Context: an optimization exercise on an open-source flow, tuned for small area, a short achievable clock period and few clock cycles per item. The choices shown serve that exercise and are no tape-out recipe. Only simulation tests tie the RTL to the original design; equivalence was not proved. Power figures rest on the tool's default switching activity, not on a simulated workload.

==> flow/design.v (excerpt) <==
module peer_table_replay_filter_top #(
   parameter int PEER_SLOTS = ptrf_pkg::PEER_SLOTS_DEFAULT
) (
   input  logic                          clock,
   input  logic                          reset,
   input  logic                          csr_write_enable,
   input  logic                          csr_write_data,
   input  logic                          req_valid,
   output logic                          req_stall,
   input  logic [ptrf_pkg::MODE_W-1:0]   req_mode,
   input  logic [ptrf_pkg::MAC_W-1:0]    req_peer_mac,
   input  logic [ptrf_pkg::MEMBER_W-1:0] req_member_id,
   input  logic [ptrf_pkg::SEQ_W-1:0]    req_sequence_req,
   input  logic                          req_reset_window,
   output logic                          rsp_valid,
   input  logic                          rsp_stall,
   output logic [ptrf_pkg::STATUS_W-1:0] rsp_status,
  ...
export LEC_CHECK = 0
export ABC_CLOCK_PERIOD_IN_PS = 2500
export CAP_MARGIN = 20
export CORE_MARGIN = 2
export CORE_UTILIZATION = 50
export SETUP_SLACK_MARGIN = 2.0
export SLEW_MARGIN = 20
create_clock -name core_clock -period 5.0 [get_ports {clock}]
run.sh (not shown) runs the stock make flow with config.mk's settings and CLKGATE_MAP_FILE= SYNTH_SCRIPT=/design/flow/synth_recipe.tcl, a recipe that flattens the netlist after the stock synthesis.
Rerun with:
Settings changed: ABC_CLOCK_PERIOD_IN_PS 2500 to default, SETUP_SLACK_MARGIN 2.0 to 1.0.
Total power shrinks by a few percent; combinational power shrinks by a little under a tenth; wire length shrinks by roughly a tenth; register-to-register slack improves by 0.05 ns; via count shrinks by a little under a tenth; setup slack improves by 0.053 ns; flip-flop and latch count is unchanged; clock-buffer cell count grows by 6; global-route usage shrinks by 4.1 points; critical path depth shrinks by 2.

== north ==
peer_table_replay_filter_top, a different RTL version from the one above (not shown whole).
Size in the first run: ~3000 cells after synthesis, roughly 1100 flip-flops, ~0.044 sq mm of cells after synthesis.
clock: 5.0 ns
lec_check: 0
cap_margin: 20
core_margin: 2
core_utilization: 50
cts_buf_list: sky130_fd_sc_hd__clkbuf_8
setup_slack_margin: 2.7
slew_margin: 20
Testbench counts of north, summed over its fixed seeds: cycles 6,448, requests 6,400.
Here is what was changed in the inputs of south compared with north.
Settings: SETUP_SLACK_MARGIN changed from 2.7 to 2.5; ABC_AREA newly set to 1.
## What came out
Against north, south comes in 0.72 points higher on sequential share of layout area. Setup slack in south is smaller than in north. north has a lower portion of the clock cycle consumed by the worst path in the final layout than south. The number of ordinary and repair buffers in the finished layout number comes out lower for south vs north. Diff north..south | area taken by flip-flops and latches | negligible. Per the comparison of south with north, met3 wire length went up about 50%; area of placed instances up 3.4%; die footprint went up by 0.0029 sq mm.
Input-level comparison between east and south:
Settings: PLACE_DENSITY: unset -> 0.75; ABC_AREA: 1 -> unset; CTS_BUF_LIST: sky130_fd_sc_hd__clkbuf_8 -> unset.
## What came out
east was carried through to the last stage, and its layout satisfied the timing, DRC and antenna checks. Changes observed in east relative to south: number of logic inverters in the finished layout now smaller; post-synthesis adder-cell area fraction was more or less identical; clock share of power went up by 2.1 points. Against south, number of setup buffers added after CTS in east rose by more than half. From south to east the numbers moved as follows: area inside the core boundary decreased by 0.0022 sq mm relative to the old numbers, via density per instance increased by about 1.3% relative to the old numbers, global-route total usage across every layer decreased by 8.7 points relative to the old numbers, worst setup margin increased by 0.24 ns relative to the old numbers. Looking at area of the mapped netlist, east sits below south. Compared with south, east shows a lower total iterations of the first detailed-routing run.

== run 1 ==
Starting RTL as in the previous note.
Design peer_table_replay_filter_top, start of the top module:
module peer_table_replay_filter_top #(
   parameter int PEER_SLOTS = ptrf_pkg::PEER_SLOTS_DEFAULT
) (
   input  logic                          clock,
   input  logic                          reset,
   input  logic                          csr_write_enable,
   input  logic                          csr_write_data,
   input  logic                          req_valid,
   output logic                          req_stall,
   input  logic [ptrf_pkg::MODE_W-1:0]   req_mode,
   input  logic [ptrf_pkg::MAC_W-1:0]    req_peer_mac,
   input  logic [ptrf_pkg::MEMBER_W-1:0] req_member_id,
   input  logic [ptrf_pkg::SEQ_W-1:0]    req_sequence_req,
   input  logic                          req_reset_window,
   output logic                          rsp_valid,
   input  logic                          rsp_stall,
   output logic [ptrf_pkg::STATUS_W-1:0] rsp_status,
   output logic                          rsp_found,
   output logic [ptrf_pkg::SLOT_W-1:0]   rsp_slot,
   output logic [ptrf_pkg::MAC_W-1:0]    rsp_found_mac
);
   localparam int N      = PEER_SLOTS;
   localparam int MAC_W  = ptrf_pkg::MAC_W;
   localparam int MEM_W  = ptrf_pkg::MEMBER_W;
   localparam int SEQ_W  = ptrf_pkg::SEQ_W;
   localparam int SLOT_W = ptrf_pkg::SLOT_W;
   function automatic logic [N-1:0] lowest(input logic [N-1:0] v);
      logic [N-1:0] r;
      logic         seen;
      r    = '0;
  ...
make LEC_CHECK=0 CAP_MARGIN=20 CORE_MARGIN=2 CORE_UTILIZATION=50 CTS_BUF_LIST=sky130_fd_sc_hd__clkbuf_8 SETUP_SLACK_MARGIN=2.5 SLEW_MARGIN=20 finish   # period 5.0 ns
Testbench counts of run 1, summed over its fixed seeds: cycles 6,448, requests 6,400.
What run 2 does differently from run 1 at the input level:
- CORE_UTILIZATION: 50 -> 60
### Flow results
Logic gate share of total power: run 1 vs run 2, no meaningful difference. Total vias in the final route went up by a few percent going from run 1 to run 2. Taking run 1 as the reference, in run 2 aggregate routed wire length has decreased, sequential share of layout area has increased, cell count has decreased, power share of the clock group has decreased. Compared with run 1, run 2 shows share of the clock period used by the worst path after layout higher by 5.2 points.

peer_table_replay_filter_top again, from the RTL that the note above started with.
Settings: LEC_CHECK=0, CAP_MARGIN=20, CORE_MARGIN=2, CORE_UTILIZATION=50, CTS_BUF_LIST=sky130_fd_sc_hd__clkbuf_8, SETUP_SLACK_MARGIN=2.3, SLEW_MARGIN=20; clock period 5.0 ns.
The first run finished with timing, DRC and antenna clean.
Testbench counts at the start, summed over its fixed seeds: cycles 6,448, requests 6,400.
==> next run, changes <==
--- a/flow/config.mk
+++ b/flow/config.mk
@@ -11,2 +11 @@
-export CTS_BUF_LIST = sky130_fd_sc_hd__clkbuf_8
-export SETUP_SLACK_MARGIN = 2.3
+export SETUP_SLACK_MARGIN = 2.7
What happened: Worst setup slack gets better by 150 ps; maximum frequency rose by a few percent; first-iteration DRC count rose by roughly a tenth.
==> next run, changes <==
--- a/flow/config.mk
+++ b/flow/config.mk
@@ -11 +11,4 @@
-export SETUP_SLACK_MARGIN = 2.7
+export CTS_BUF_LIST = sky130_fd_sc_hd__clkbuf_8
+export CTS_CLUSTER_DIAMETER = 50
+export CTS_CLUSTER_SIZE = 20
+export SETUP_SLACK_MARGIN = 2.5
Outcome: Core utilization falls by 2.4 points. Wire length falls by 5.3%. Design area falls by 3.8%.
==> next run, changes <==
--- a/flow/config.mk
+++ b/flow/config.mk
@@ -11,4 +11,2 @@
-export CTS_BUF_LIST = sky130_fd_sc_hd__clkbuf_8
-export CTS_CLUSTER_DIAMETER = 50
-export CTS_CLUSTER_SIZE = 20
-export SETUP_SLACK_MARGIN = 2.5
+export CTS_BUF_LIST = sky130_fd_sc_hd__clkbuf_4 sky130_fd_sc_hd__clkbuf_8
+export SETUP_SLACK_MARGIN = 2.4
@@ -15,0 +14 @@
+export TNS_END_PERCENT = 10
Worst setup slack got worse by 170 ps.
Sequential power barely changes.
Final area came out higher by 0.90%.
First-iteration DRC count came out lower by about 5%.
Clock skew came out higher by 9.8 ps.
Synthesized cell count does not change.
Routed wire length barely changes.

Another version of the RTL of peer_table_replay_filter_top (not shown whole).
For scale: roughly 150 I/O pins, about 0.040 mm² of cells after synthesis.
make LEC_CHECK=0 CAP_MARGIN=20 CORE_MARGIN=2 CORE_UTILIZATION=50 SLEW_MARGIN=20 finish   # period 5.0 ns
The baseline produced a clean layout.
Testbench counts at the start, summed over its fixed seeds: cycles 6,448, requests 6,400.
Then changed:
Settings changed: SETUP_SLACK_MARGIN from default to 2.2.
Result: The changed run produced a clean layout. Register-to-register slack improves by 1.2 ns. Wire length goes up by 12%. Synthesized area is unchanged. Count of clock-buffer cells in the layout goes down by 4. Hold slack degrades by 0.0049 ns.

Setup of old:
RTL: one of the versions met above, not the one the previous note started from.
Size: ~3000 cells after synthesis, roughly 1100 flip-flops, about 150 I/O pins, ~0.044 sq mm of cells after synthesis.
## peer_table_replay_filter_top
module peer_table_replay_filter_top #(
   parameter int PEER_SLOTS = ptrf_pkg::PEER_SLOTS_DEFAULT
) (
   input  logic                          clock,
   input  logic                          reset,
   input  logic                          csr_write_enable,
   input  logic                          csr_write_data,
   input  logic                          req_valid,
   output logic                          req_stall,
   input  logic [ptrf_pkg::MODE_W-1:0]   req_mode,
   input  logic [ptrf_pkg::MAC_W-1:0]    req_peer_mac,
   input  logic [ptrf_pkg::MEMBER_W-1:0] req_member_id,
   input  logic [ptrf_pkg::SEQ_W-1:0]    req_sequence_req,
   input  logic                          req_reset_window,
   output logic                          rsp_valid,
   input  logic                          rsp_stall,
   output logic [ptrf_pkg::STATUS_W-1:0] rsp_status,
   output logic                          rsp_found,
   output logic [ptrf_pkg::SLOT_W-1:0]   rsp_slot,
   output logic [ptrf_pkg::MAC_W-1:0]    rsp_found_mac
);
   localparam int N      = PEER_SLOTS;
   localparam int MAC_W  = ptrf_pkg::MAC_W;
   localparam int MEM_W  = ptrf_pkg::MEMBER_W;
   localparam int SEQ_W  = ptrf_pkg::SEQ_W;
   localparam int SLOT_W = ptrf_pkg::SLOT_W;
   function automatic logic [N-1:0] lowest(input logic [N-1:0] v);
      logic [N-1:0] r;
      logic         seen;
      r    = '0;
      seen = 1'b0;
      for (int i = 0; i < N; i++) begin
         r[i] = v[i] && !seen;
         seen = seen || v[i];
      end
      lowest = r;
   endfunction
   function automatic logic [SLOT_W-1:0] encode(input logic [N-1:0] oh);
      logic [SLOT_W-1:0] r;
      r = '0;
      for (int i = 0; i < N; i++) begin
         if (oh[i]) r = r | SLOT_W'(i);
      end
      encode = r;
   endfunction
   logic                 provisioned_ff;
   logic                 b_vld_ff;
   logic [1:0]           b_mode_ff;
   logic [MAC_W-1:0]     b_mac_ff;
   logic [MEM_W-1:0]     b_member_ff;
   logic [SEQ_W-1:0]     b_seq_ff;
   logic                 b_rst_ff;
   logic [N-1:0]         b_vdm_ff;
   logic [N-1:0]         b_vdk_ff;
  ...
export LEC_CHECK = 0
export CAP_MARGIN = 20
export CORE_MARGIN = 2
export CORE_UTILIZATION = 50
export CTS_CLUSTER_DIAMETER = 60
export CTS_CLUSTER_SIZE = 24
export SETUP_SLACK_MARGIN = 2.5
export SLEW_MARGIN = 20
create_clock -name core_clock -period 5.0 [get_ports {clock}]
old ended with every stage complete and zero timing, DRC or antenna violations.
Testbench counts of old, summed over its fixed seeds: cycles 6,448, requests 6,400.
The following lists how new was set up differently from old:
# old
export LEC_CHECK = 0
export CAP_MARGIN = 20
export CORE_MARGIN = 2
export CORE_UTILIZATION = 50
export CTS_CLUSTER_DIAMETER = 60
export CTS_CLUSTER_SIZE = 24
export SETUP_SLACK_MARGIN = 2.5
export SLEW_MARGIN = 20
create_clock -name core_clock -period 5.0 [get_ports {clock}]
# new
export LEC_CHECK = 0
export CAP_MARGIN = 20
export CORE_MARGIN = 2
export CORE_UTILIZATION = 50
export SETUP_SLACK_MARGIN = 2.4
export SLEW_MARGIN = 20
create_clock -name core_clock -period 5.0 [get_ports {clock}]
--- outcome ---
On number of cells traversed by the worst register-to-register path, new and old are neck and neck.
Of new and old, the run reporting the lower number of standard cells in the final layout excluding fillers was old.
In terms of wire length of the first global-routing pass, old and new differ only marginally.
Total power draw: new vs old up about 8%
Going from old to new, area growth from synthesis to layout has increased, worst setup slack has decreased, total core area has remained practically unchanged, power in the clock group has increased, time the worst path needs with I/O delays and setup has increased.
Run comparison: new beginning of the critical path c_hit_ff[4]; old beginning of the critical path c_hit_ff[5]
Delta (new minus old): fraction of the cycle the final worst path needs now larger, final area now larger.

[re-timing with driven ports]
Ports are ideal in the flow. The routed layouts listed here were re-timed in OpenROAD. Step 1: set_driving_cell puts a clkbuf_16 on clock and a buf_2 on each other input, an assumption about the parent block. Step 2 times the ports against the registers' clock, not the clock port: input delays grow and output delays shrink by t, the midpoint of the rising clock arrivals with the driver on. Slacks: no drivers / after step 1 / after step 2; pairs: no drivers / after step 1.
run	shift t [ns]	setup WS [ns]	worst register clock-pin slew, ns
the first run of note 1	0.764	0.745 / 0.745 / 0.745	0.07 / 0.07
the second run of note 1	0.746	0.798 / 0.798 / 0.798	0.06 / 0.06
north	0.933	2.283 / 2.241 / 1.678	0.08 / 0.08
south	0.963	2.041 / 2.041 / 1.482	0.07 / 0.07
east	0.740	2.286 / 2.286 / 1.655	0.07 / 0.07
run 1	0.917	2.317 / 2.249 / 1.492	0.07 / 0.07
run 2	0.867	2.058 / 2.058 / 1.554	0.07 / 0.07
the first run of note 4	0.918	2.147 / 2.190 / 1.271	0.07 / 0.07
the second run of note 4	0.771	2.298 / 2.298 / 1.826	0.07 / 0.07
the third run of note 4	0.851	2.276 / 2.276 / 1.590	0.11 / 0.11
the fourth run of note 4	0.937	2.109 / 2.151 / 1.214	0.07 / 0.07
the first run of note 5	0.720	0.457 / 0.457 / 0.457	0.07 / 0.07
the second run of note 5	0.728	1.619 / 1.619 / 1.424	0.07 / 0.07
old	0.726	2.291 / 2.291 / 1.717	0.10 / 0.10
new	0.760	2.259 / 2.259 / 1.629	0.07 / 0.07
After both steps every run listed still meets setup and hold. For the fourth run of note 4, which loses most, drivers alone change the setup slack by +0.042 ns; drivers and shift together by -0.895 ns.
